This design comes from an exercise in tuning for small area, a short achievable clock period and few clock cycles per item on the open sky130 flow, not from production work. In this exercise RTL edits were held to simulation tests only and were not proved equivalent to the original. Power and IR drop assume default switching activity.

### flow/design.v
`default_nettype none
package lgs_pkg;
   localparam int MAX_SIDE = 64;
   localparam int ROW_W    = 64;
   localparam int IDX_W    = $clog2(MAX_SIDE);
   localparam int SIDE_W   = IDX_W + 1;
   localparam int COUNT_W  = 4;
   localparam logic [SIDE_W-1:0] BOARD_SIZE_RESET = SIDE_W'(MAX_SIDE);
   localparam logic [COUNT_W-1:0] KEEP_COUNT  = COUNT_W'(2);
   localparam logic [COUNT_W-1:0] BIRTH_COUNT = COUNT_W'(3);
   localparam int CSR_DATA_W  = 32;
   localparam int CSR_ADDR_W  = 3;
   localparam int CSR_IDX_LSB = 2;
   localparam logic [CSR_ADDR_W-CSR_IDX_LSB-1:0] REG_BOARD_SIZE = '0;
   function automatic logic [SIDE_W-1:0] side_in_use(input logic [SIDE_W-1:0] size);
      logic [SIDE_W-1:0] s;
      s = size;
      if (s == '0) begin
         s = SIDE_W'(1);
      end
      if (s > SIDE_W'(MAX_SIDE)) begin
         s = SIDE_W'(MAX_SIDE);
      end
      side_in_use = s;
   endfunction
   function automatic logic [ROW_W-1:0] from_lower(input logic [ROW_W-1:0] w,
                                                   input logic [SIDE_W-1:0] side);
      logic [IDX_W-1:0] last;
      last = IDX_W'(side - SIDE_W'(1));
      from_lower = {w[ROW_W-2:0], w[last]};
   endfunction
   function automatic logic [ROW_W-1:0] from_upper(input logic [ROW_W-1:0] w,
                                                   input logic [SIDE_W-1:0] side);
      logic [IDX_W-1:0] last;
      logic [ROW_W-1:0] res;
      last = IDX_W'(side - SIDE_W'(1));
      for (int c = 0; c < ROW_W - 1; c++) begin
         res[c] = (IDX_W'(c) == last) ? w[0] : w[c+1];
      end
      res[ROW_W-1] = w[0];
      from_upper = res;
   endfunction
   function automatic logic [ROW_W-1:0] life_row(input logic [ROW_W-1:0] above,
                                                 input logic [ROW_W-1:0] here,
                                                 input logic [ROW_W-1:0] below,
                                                 input logic [SIDE_W-1:0] side);
      logic [ROW_W-1:0] al, ar, hl, hr, bl, br;
      logic [ROW_W-1:0] res;
      logic [COUNT_W-1:0] cnt;
      al = from_lower(above, side);
      ar = from_upper(above, side);
      hl = from_lower(here, side);
      hr = from_upper(here, side);
      bl = from_lower(below, side);
      br = from_upper(below, side);
      for (int c = 0; c < ROW_W; c++) begin
         cnt = COUNT_W'(al[c]) + COUNT_W'(above[c]) + COUNT_W'(ar[c])
             + COUNT_W'(hl[c]) + COUNT_W'(hr[c])
             + COUNT_W'(bl[c]) + COUNT_W'(below[c]) + COUNT_W'(br[c]);
         res[c] = ((cnt == BIRTH_COUNT) || ((cnt == KEEP_COUNT) && here[c]))
                  && (SIDE_W'(c) < side);
      end
      life_row = res;
   endfunction
endpackage
`default_nettype wire
`default_nettype none
module lgs_ram #(
   parameter int WIDTH  = 64,
   parameter int DEPTH  = 64,
   parameter int ADDR_W = $clog2(DEPTH)
) (
   input  wire logic              clock,
   input  wire logic              wr_en,
   input  wire logic [ADDR_W-1:0] wr_addr,
   input  wire logic [WIDTH-1:0]  wr_data,
   input  wire logic              rd_en,
   input  wire logic [ADDR_W-1:0] rd_addr,
   output logic      [WIDTH-1:0]  rd_data
);
   logic [WIDTH-1:0] mem_ff [DEPTH];
   logic [WIDTH-1:0] rd_data_ff;
   always_ff @(posedge clock) begin
      if (wr_en) begin
         mem_ff[wr_addr] <= wr_data;
      end
      if (rd_en) begin
         rd_data_ff <= mem_ff[rd_addr];
      end
   end
   assign rd_data = rd_data_ff;
endmodule
`default_nettype wire
`default_nettype none
module life_generation_step_core (
   input  wire logic                                     clock,
   input  wire logic                                     reset,
   input  wire logic                                     req_valid,
   output logic                                          req_stall,
   input  wire logic [lgs_pkg::ROW_W-1:0]                req_row_bits,
   output logic                                          rsp_valid,
   input  wire logic                                     rsp_stall,
   output logic      [lgs_pkg::ROW_W-1:0]                rsp_next_row_bits,
   output logic      [lgs_pkg::IDX_W-1:0]                rsp_row_number,
   output logic                                          rsp_last_row,
   input  wire logic                                     csr_psel,
   input  wire logic                                     csr_penable,
   input  wire logic                                     csr_pwrite,
   input  wire logic [lgs_pkg::CSR_ADDR_W-1:0]           csr_paddr,
   input  wire logic [lgs_pkg::CSR_DATA_W-1:0]           csr_pwdata,
   output logic      [lgs_pkg::CSR_DATA_W-1:0]           csr_prdata,
   output logic                                          csr_pready
);
   localparam int W = lgs_pkg::ROW_W;
   logic [6:0] bsz_ff;
   logic [6:0] side;
   logic [5:0] last;
   logic       side1, side2, side63;
   logic [5:0] vlen;
   logic [5:0] seg_en;      
   assign side   = (bsz_ff == 7'd0) ? 7'd1 : (bsz_ff > 7'd64) ? 7'd64 : bsz_ff;
   assign last   = 6'(side - 7'd1);
   assign side1  = (side == 7'd1);
   assign side2  = (side == 7'd2);
   assign side63 = (side == 7'd63);
   assign vlen   = 6'(side - 7'd3);
   always_comb begin
      if (vlen >= 6'd32) begin
         seg_en[5]   = 1'b1;
         seg_en[4:0] = 5'(vlen - 6'd30);
      end else begin
         seg_en[5]   = 1'b0;
         seg_en[4:0] = vlen[4:0];
      end
   end
   logic csr_write;
   assign csr_pready = 1'b1;
   assign csr_write  = csr_psel && csr_penable && csr_pwrite && !csr_paddr[2];
   assign csr_prdata = csr_paddr[2] ? 32'd0 : {25'd0, bsz_ff};
   logic [5:0] q_ff;         
   logic [5:0] ld_cnt_ff;    
   logic [5:0] ld_slot_ff;   
   logic [5:0] ld_off_ff;    
   logic       em_act_ff;    
   logic [5:0] em_cnt_ff;    
   logic [5:0] em_slot_ff;   
   logic [5:0] nxt_off_ff;   
   logic       out_v_ff;
   logic [W-1:0] out_bits_ff;
   logic [5:0] out_row_ff;
   logic       out_last_ff;
   logic [5:0] q_inc;
   logic       out_free, fire, ld_last, slot_hit, safe, accept, complete;
   assign q_inc    = (q_ff == last) ? 6'd0 : q_ff + 6'd1;
   assign out_free = !out_v_ff || !rsp_stall;
   assign fire     = em_act_ff && (q_ff == em_slot_ff) && out_free;
   assign ld_last  = (ld_cnt_ff == last);
   assign slot_hit = (ld_cnt_ff == 6'd0) ? (!em_act_ff || (q_ff == nxt_off_ff))
                                         : (q_ff == ld_slot_ff);
   assign safe     = !em_act_ff
                   || (!ld_last && ((7'(em_cnt_ff) > 7'(ld_cnt_ff) + 7'd1)
                                    || ((7'(em_cnt_ff) == 7'(ld_cnt_ff) + 7'd1) && fire)));
   assign req_stall = !(slot_hit && safe);
   assign accept    = req_valid && slot_hit && safe;
   assign complete  = accept && ld_last;
   always_ff @(posedge clock) begin
      if (reset) begin
         bsz_ff    <= 7'd64;
         q_ff      <= '0;
         ld_cnt_ff <= '0;
         em_act_ff <= 1'b0;
         out_v_ff  <= 1'b0;
      end else begin
         if (csr_write) begin
            bsz_ff <= csr_pwdata[6:0];
         end
         q_ff <= csr_write ? 6'd0 : q_inc;
         if (accept) begin
            if (ld_last) begin
               ld_cnt_ff <= '0;
            end else begin
               ld_cnt_ff <= ld_cnt_ff + 6'd1;
            end
         end
         if (complete) begin
            em_act_ff <= 1'b1;
         end else if (fire && (em_cnt_ff == last)) begin
            em_act_ff <= 1'b0;
         end
         out_v_ff <= fire || (out_v_ff && rsp_stall);
      end
      if (accept) begin
         ld_slot_ff <= q_inc;
         if (ld_cnt_ff == 6'd0) begin
            ld_off_ff <= q_ff;
         end
      end
      if (complete) begin
         em_cnt_ff  <= '0;
         em_slot_ff <= (ld_cnt_ff == 6'd0) ? q_ff : ld_off_ff;
         nxt_off_ff <= (ld_cnt_ff == 6'd0) ? q_inc
                     : ((ld_off_ff == last) ? 6'd0 : ld_off_ff + 6'd1);
      end else if (fire) begin
         em_cnt_ff  <= em_cnt_ff + 6'd1;
         em_slot_ff <= q_inc;
      end
      if (fire) begin
         out_row_ff  <= em_cnt_ff;
         out_last_ff <= (em_cnt_ff == last);
      end
   end
   logic [W-1:0] in_row;
   always_comb begin
      in_row[0] = req_row_bits[0];
      for (int c = 1; c < W - 1; c++) begin
         in_row[c] = (7'(c) == side) ? req_row_bits[0] : req_row_bits[c];
      end
      in_row[W-1] = req_row_bits[last];
   end
   logic [W-1:0] s0_ff, a_ff, b_ff, prev_ff;
   logic [W-1:0] seg1_ff  [1];
   logic [W-1:0] seg2_ff  [2];
   logic [W-1:0] seg4_ff  [4];
   logic [W-1:0] seg8_ff  [8];
   logic [W-1:0] seg16_ff [16];
   logic [W-1:0] seg30_ff [30];
   logic [W-1:0] x1, x2, x4, x8, x16, x30;
   assign x1  = seg_en[0] ? seg1_ff[0]   : s0_ff;
   assign x2  = seg_en[1] ? seg2_ff[1]   : x1;
   assign x4  = seg_en[2] ? seg4_ff[3]   : x2;
   assign x8  = seg_en[3] ? seg8_ff[7]   : x4;
   assign x16 = seg_en[4] ? seg16_ff[15] : x8;
   assign x30 = seg_en[5] ? seg30_ff[29] : x16;
   always_ff @(posedge clock) begin
      s0_ff <= accept ? in_row : b_ff;
      seg1_ff[0] <= s0_ff;
      seg2_ff[0] <= x1;
      for (int i = 1; i < 2; i++) seg2_ff[i] <= seg2_ff[i-1];
      seg4_ff[0] <= x2;
      for (int i = 1; i < 4; i++) seg4_ff[i] <= seg4_ff[i-1];
      seg8_ff[0] <= x4;
      for (int i = 1; i < 8; i++) seg8_ff[i] <= seg8_ff[i-1];
      seg16_ff[0] <= x8;
      for (int i = 1; i < 16; i++) seg16_ff[i] <= seg16_ff[i-1];
      seg30_ff[0] <= x16;
      for (int i = 1; i < 30; i++) seg30_ff[i] <= seg30_ff[i-1];
      a_ff <= x30;
      b_ff <= side2 ? s0_ff : a_ff;
      if (complete) begin
         prev_ff <= in_row;
      end else if (fire) begin
         prev_ff <= b_ff;
      end
   end
   logic [W-1:0] above, here, below;
   logic [W-1:0] vs, vc;       
   logic [W-1:0] next_row;
   assign above = prev_ff;
   assign here  = side1 ? prev_ff : b_ff;
   assign below = (side1 || side2) ? prev_ff : a_ff;
   always_comb begin
      for (int c = 0; c < W; c++) begin
         vs[c] = above[c] ^ here[c] ^ below[c];
         vc[c] = (above[c] & here[c]) | (above[c] & below[c]) | (here[c] & below[c]);
      end
      for (int c = 0; c < W; c++) begin
         int l, r;
         logic [3:0] t;
         logic ls, lc, rs, rc;
         l = (c + W - 1) % W;
         r = (c + 1) % W;
         ls = vs[l];
         lc = vc[l];
         rs = vs[r];
         rc = vc[r];
         if (c == W - 2) begin
            rs = side63 ? vs[0] : vs[r];
            rc = side63 ? vc[0] : vc[r];
         end
         t = {3'd0, ls} + {2'd0, lc, 1'b0} + {3'd0, vs[c]} + {2'd0, vc[c], 1'b0}
           + {3'd0, rs} + {2'd0, rc, 1'b0};
         next_row[c] = ((t == 4'd3) || (here[c] && (t == 4'd4))) && (7'(c) < side);
      end
   end
   always_ff @(posedge clock) begin
      if (fire) begin
         out_bits_ff <= next_row;
      end
   end
   assign rsp_valid         = out_v_ff;
   assign rsp_next_row_bits = out_bits_ff;
   assign rsp_row_number    = out_row_ff;
   assign rsp_last_row      = out_last_ff;
endmodule
`default_nettype wire
### flow/run.sh
#!/bin/bash
# synth_recipe.tcl (not shown) runs the flow's synth.tcl, then flattens the netlist and writes it again
# the make line also repeats each setting of config.mk as NAME=value (left out here)
make -C /OpenROAD-flow-scripts/flow DESIGN_CONFIG=/design/flow/config.mk WORK_HOME=/design/flow/orfs CLKGATE_MAP_FILE= SYNTH_SCRIPT=/design/flow/synth_recipe.tcl finish
### flow/config.mk
export PLATFORM = sky130hd
export DESIGN_NAME = life_generation_step_core
export DESIGN_NICKNAME = life_generation_step_core
export VERILOG_FILES = /design/flow/design.v
export SDC_FILE = /design/flow/constraint.sdc
export NUM_CORES = 4
export LEC_CHECK = 0
export CAP_MARGIN = 20
export CORE_MARGIN = 2
export CORE_UTILIZATION = 45
export PLACE_DENSITY = 0.65
export SLEW_MARGIN = 20
### flow/constraint.sdc
create_clock -name core_clock -period 7.0 [get_ports {clock}]
set_input_delay 1.4000 -clock core_clock [delete_from_list [all_inputs] [get_ports {clock}]]
set_output_delay 1.4000 -clock core_clock [all_outputs]
set_load 0.01 [all_outputs]
==> impl_metrics.env <==
export IMPL_clkTransAtPathRegs_ns=0.06
export IMPL_post_cts_setup_buffer_count=0
export IMPL_yosys_warnings=7
export IMPL_tightest_slew_ns=1.168
export IMPL_clock_latency_ns=0.98
export IMPL_yosys_area_top_type_share_pct=76.65
export IMPL_vias_per_cell=4.520
export IMPL_vias=49350
export IMPL_ant_nets=0
export IMPL_cp_end_kind="output pin"
export IMPL_grt_pass1_vias=51030
export IMPL_grt_busiest_layer="met2"
export IMPL_hp_start="seg4_ff[1][10]"
export IMPL_fin_util_pct=52.82
export IMPL_synth_edf_count=159
export IMPL_relSlewSlack_pct=21.54
export IMPL_powerDensity_nw_per_um2=407.7
export IMPL_max_freq_ghz=0.1648
export IMPL_drt_pass1_iter_count=17
export IMPL_clockRootBuffer="clkbuf_16"
export IMPL_cts_tree="built"
export IMPL_area_delta_synth_final_pct=16.67
export IMPL_synth_most_common_cell="dfxtp_1"
export IMPL_antenna_found_initial=30
export IMPL_final_hold_viol_count=0
export IMPL_period_share_pct=86.69
export IMPL_core_area_um2=237900
export IMPL_portBuffers=158
export IMPL_rrSetupSlack_ns=1.60
export IMPL_yosysTopAreaCell="dfxtp_1"
export IMPL_wl_per_cell_um=18.30
export IMPL_ctsHtreeMaxLevel=5
export IMPL_netlist_top_cells_area="dfxtp_1 (77%), edfxtp_1 (4.4%), fa_1 (3.6%), mux2_2 (3.0%), nand2_1 (1.9%)"
export IMPL_arrival_ns=4.67
export IMPL_final_max_slew_viol_count=0
export IMPL_min_path_cells=0
export IMPL_setup_viol=0
export IMPL_die_area_um2=243200
export IMPL_route_detailed_drc=0
export IMPL_grtUsageMet1_pct=19.70
export IMPL_layout_nets=7875
export IMPL_worstPathRequired_ns=5.60
export IMPL_critPathLaunchType="register"
export IMPL_ioPinCount=212
export IMPL_dp_cells=10210
export IMPL_yosys_cell_types_count=74
export IMPL_avgSynthCellArea_um2=15.31
export IMPL_drtIter0Drc=2913
export IMPL_cts_resized=0
export IMPL_holdPathEnd="seg4_ff[2][10]"
export IMPL_met3_usage_pct=2.963
export IMPL_grt_usage_pct=16.37
export IMPL_instances_no_fill=10920
export IMPL_whs_ns=0.2504
export IMPL_synthTopCellsByCount="dfxtp_1 (4,123), nand2_1 (556), mux2_2 (284)"
export IMPL_grtUsageMet2_pct=26.37
export IMPL_period_needed_ns=6.069
export IMPL_critPathMaxFanout=18
export IMPL_async_flop_share_pct=0
export IMPL_r2r_end="a_ff[2]"
export IMPL_rsz0062_at_grt="false"
export IMPL_worstSetupPathType="reg -> out"
export IMPL_clockBufferDepth=4
export IMPL_grt_pass1_wl_um=303100
export IMPL_die_w_um=493.2
export IMPL_grt_max_degree=155
export IMPL_ys_flop_type="dfxtp_1"
export IMPL_hp_class="reg -> reg"
export IMPL_gp_congestion=0.9214
export IMPL_drive_gt1_share_pct=13.47
export IMPL_cap_violations=0
export IMPL_start_util_pct=45.27
export IMPL_synthCells=7032
export IMPL_stdcell_area_um2=125600
export IMPL_ys_ff_latch=4282
export IMPL_seq_area_frac_synth_pct=81.08
export IMPL_fillCellCount=18900
export IMPL_tns_ns=0
export IMPL_crit_start="bsz_ff[2]"
export IMPL_r2r_start="bsz_ff[6]"
export IMPL_leakage_nw=51.38
export IMPL_fin_skew_ns=0.08188
export IMPL_status="complete, no violations"
export IMPL_rr_worst_depth=14
export IMPL_gr_total_overflow=0
export IMPL_drt_wl_total_um=199800
export IMPL_hpwl_um=126500
export IMPL_clkSinkCount=4282
export IMPL_syn_area_um2=107700
export IMPL_die_height_um=493.2
export IMPL_cts_made_buffers=384
export IMPL_vdd_drop_max_mv=0.2197
export IMPL_postPlaceCellArea_um2=112800
export IMPL_rows=179
export IMPL_holdBufCountCts=0
state kept, by name (all words and copies together), names as in the netlist, 6 cells and up:
register	count
nxt_off_ff	6
out_row_ff	6
em_cnt_ff	6
ld_off_ff	6
s0_ff	64
prev_ff	64
seg4_ff	256
ld_slot_ff	6
seg1_ff	64
a_ff	64
bsz_ff	7
seg2_ff	128
seg8_ff	512
q_ff	6
b_ff	64
ld_cnt_ff	6
em_slot_ff	6
seg30_ff	1920
seg16_ff	1024
out_bits_ff	64
cells by family after synthesis:
family / count (synthesis) / share of synthesized area, %
flip-flops: 4282 / 81.08
AND/OR/NAND/NOR: 981 / 3.853
AO/OA/AOI/OAI: 510 / 2.957
buffers and inverters: 435 / 1.753
multiplexers: 430 / 4.630
adder cells (fa/ha/maj): 336 / 5.243
XOR/XNOR: 56 / 0.4729
other: 2 / 0.006974
power breakdown:
part           switching, mW  leakage, nW  internal, mW
Combinational           1.31         9.78         0.838
Sequential             0.796         35.3          27.6
Clock                   8.59         6.32          12.1
worst max-delay path, stage by stage (launching register included):
cell	delay, ns
dfxtp_1	0.40
buf_4	0.28
nor4_4	0.83
a211oi_2	0.37
xor2_1	0.22
nand4_1	0.19
or2_1	0.27
a41o_2	0.32
inv_2	0.11
clkdlybuf4s50_1	0.75
layout by cell type, fill, tap and decap left out, drive strengths merged, types with 6 or more instances in the layout:
cell / instances
bufinv: 26
mux2i: 89
clkbuf: 546
clkinv: 79
a221oi: 27
edfxtp: 159
xnor2: 30
nand4: 14
nand2: 556
nor2b: 10
o21ai: 224
a31oi: 26
nor2: 187
and3: 9
fa: 192
or2: 8
inv: 237
dfxtp: 4123
nor4: 8
a21oi: 121
a222oi: 65
nor3: 41
nand3: 114
o22ai: 12
xor2: 26
clkinvlp: 9
or3: 8
buf: 54
conb: 26
nand2b: 12
diode: 22
clkdlybuf4s50: 157
mux2: 335
mux4: 6
a211oi: 6
ha: 144
through the flow:
stage               total power, mW  setup WS [ns]
finish                        51.22         0.9314
global route                  53.20         0.7948
CTS                           51.78         0.8543
detailed placement            31.00          1.410
global placement              30.79          1.487
floorplan                     29.93          1.083
per-layer routing:
| layer | wire [µm] | vias up |
|---|---|---|
| met5 | 0 | - |
| met3 | 7922 | 502 |
| li1 | - | 23770 |
| met4 | 14330 | 0 |
| met2 | 93620 | 1174 |
| met1 | 83970 | 23900 |
how the worst max path moves through the flow:
stage                     slack (ns)        end
after floorplan                 1.08  req_stall
after global placement          1.49   a_ff[15]
after detailed placement        1.41   a_ff[15]
after CTS                       0.85  req_stall
after global routing            0.79  req_stall
final                           0.93  req_stall
cell type report:
| cell class | count | area, µm² | area share, % |
|---|---|---|---|
| Clock inverter | 136 | 1617 | 1.287 |
| Sequential cell | 4282 | 87320 | 69.50 |
| Timing Repair Buffer | 211 | 1999 | 1.591 |
| Inverter | 215 | 808.3 | 0.6434 |
| Tap cell | 3167 | 3963 | 3.154 |
| Clock buffer | 546 | 11190 | 8.903 |
| Multi-Input combinational cell | 2339 | 18690 | 14.88 |
| Antenna cell | 22 | 55.05 | 0.04382 |
Testbench counts, summed over its fixed seeds: cycles 4,692, rows 3,301.

-- separate check: timing with driven ports --
In the flow no input, the clock included, has a driving cell. The finished layout below was timed again as built, in two steps. Step 1: set_driving_cell puts a clkbuf_16 on clock and a buf_2 on each other input, an assumption about the parent block. Step 2 adds t to the input delays and takes it off the output delays; t is the mean of the earliest and latest rising clock arrival at the registers after step 1. Input paths then give back, and output paths get back, about the clock's delay inside the block. Three values: ideal, step 1, step 2; two values: the first two.
shift t [ns]: 1.022
setup slack, ns: 0.931 / 0.849 / 1.598
worst setup path at the end: register to register
worst data-port slew with drivers (ns): 0.28
pins driven straight from the clock port: 1
After both steps this run still meets setup and hold. The setup slack of this run moves by -0.082 ns with the drivers and by +0.667 ns with both steps.
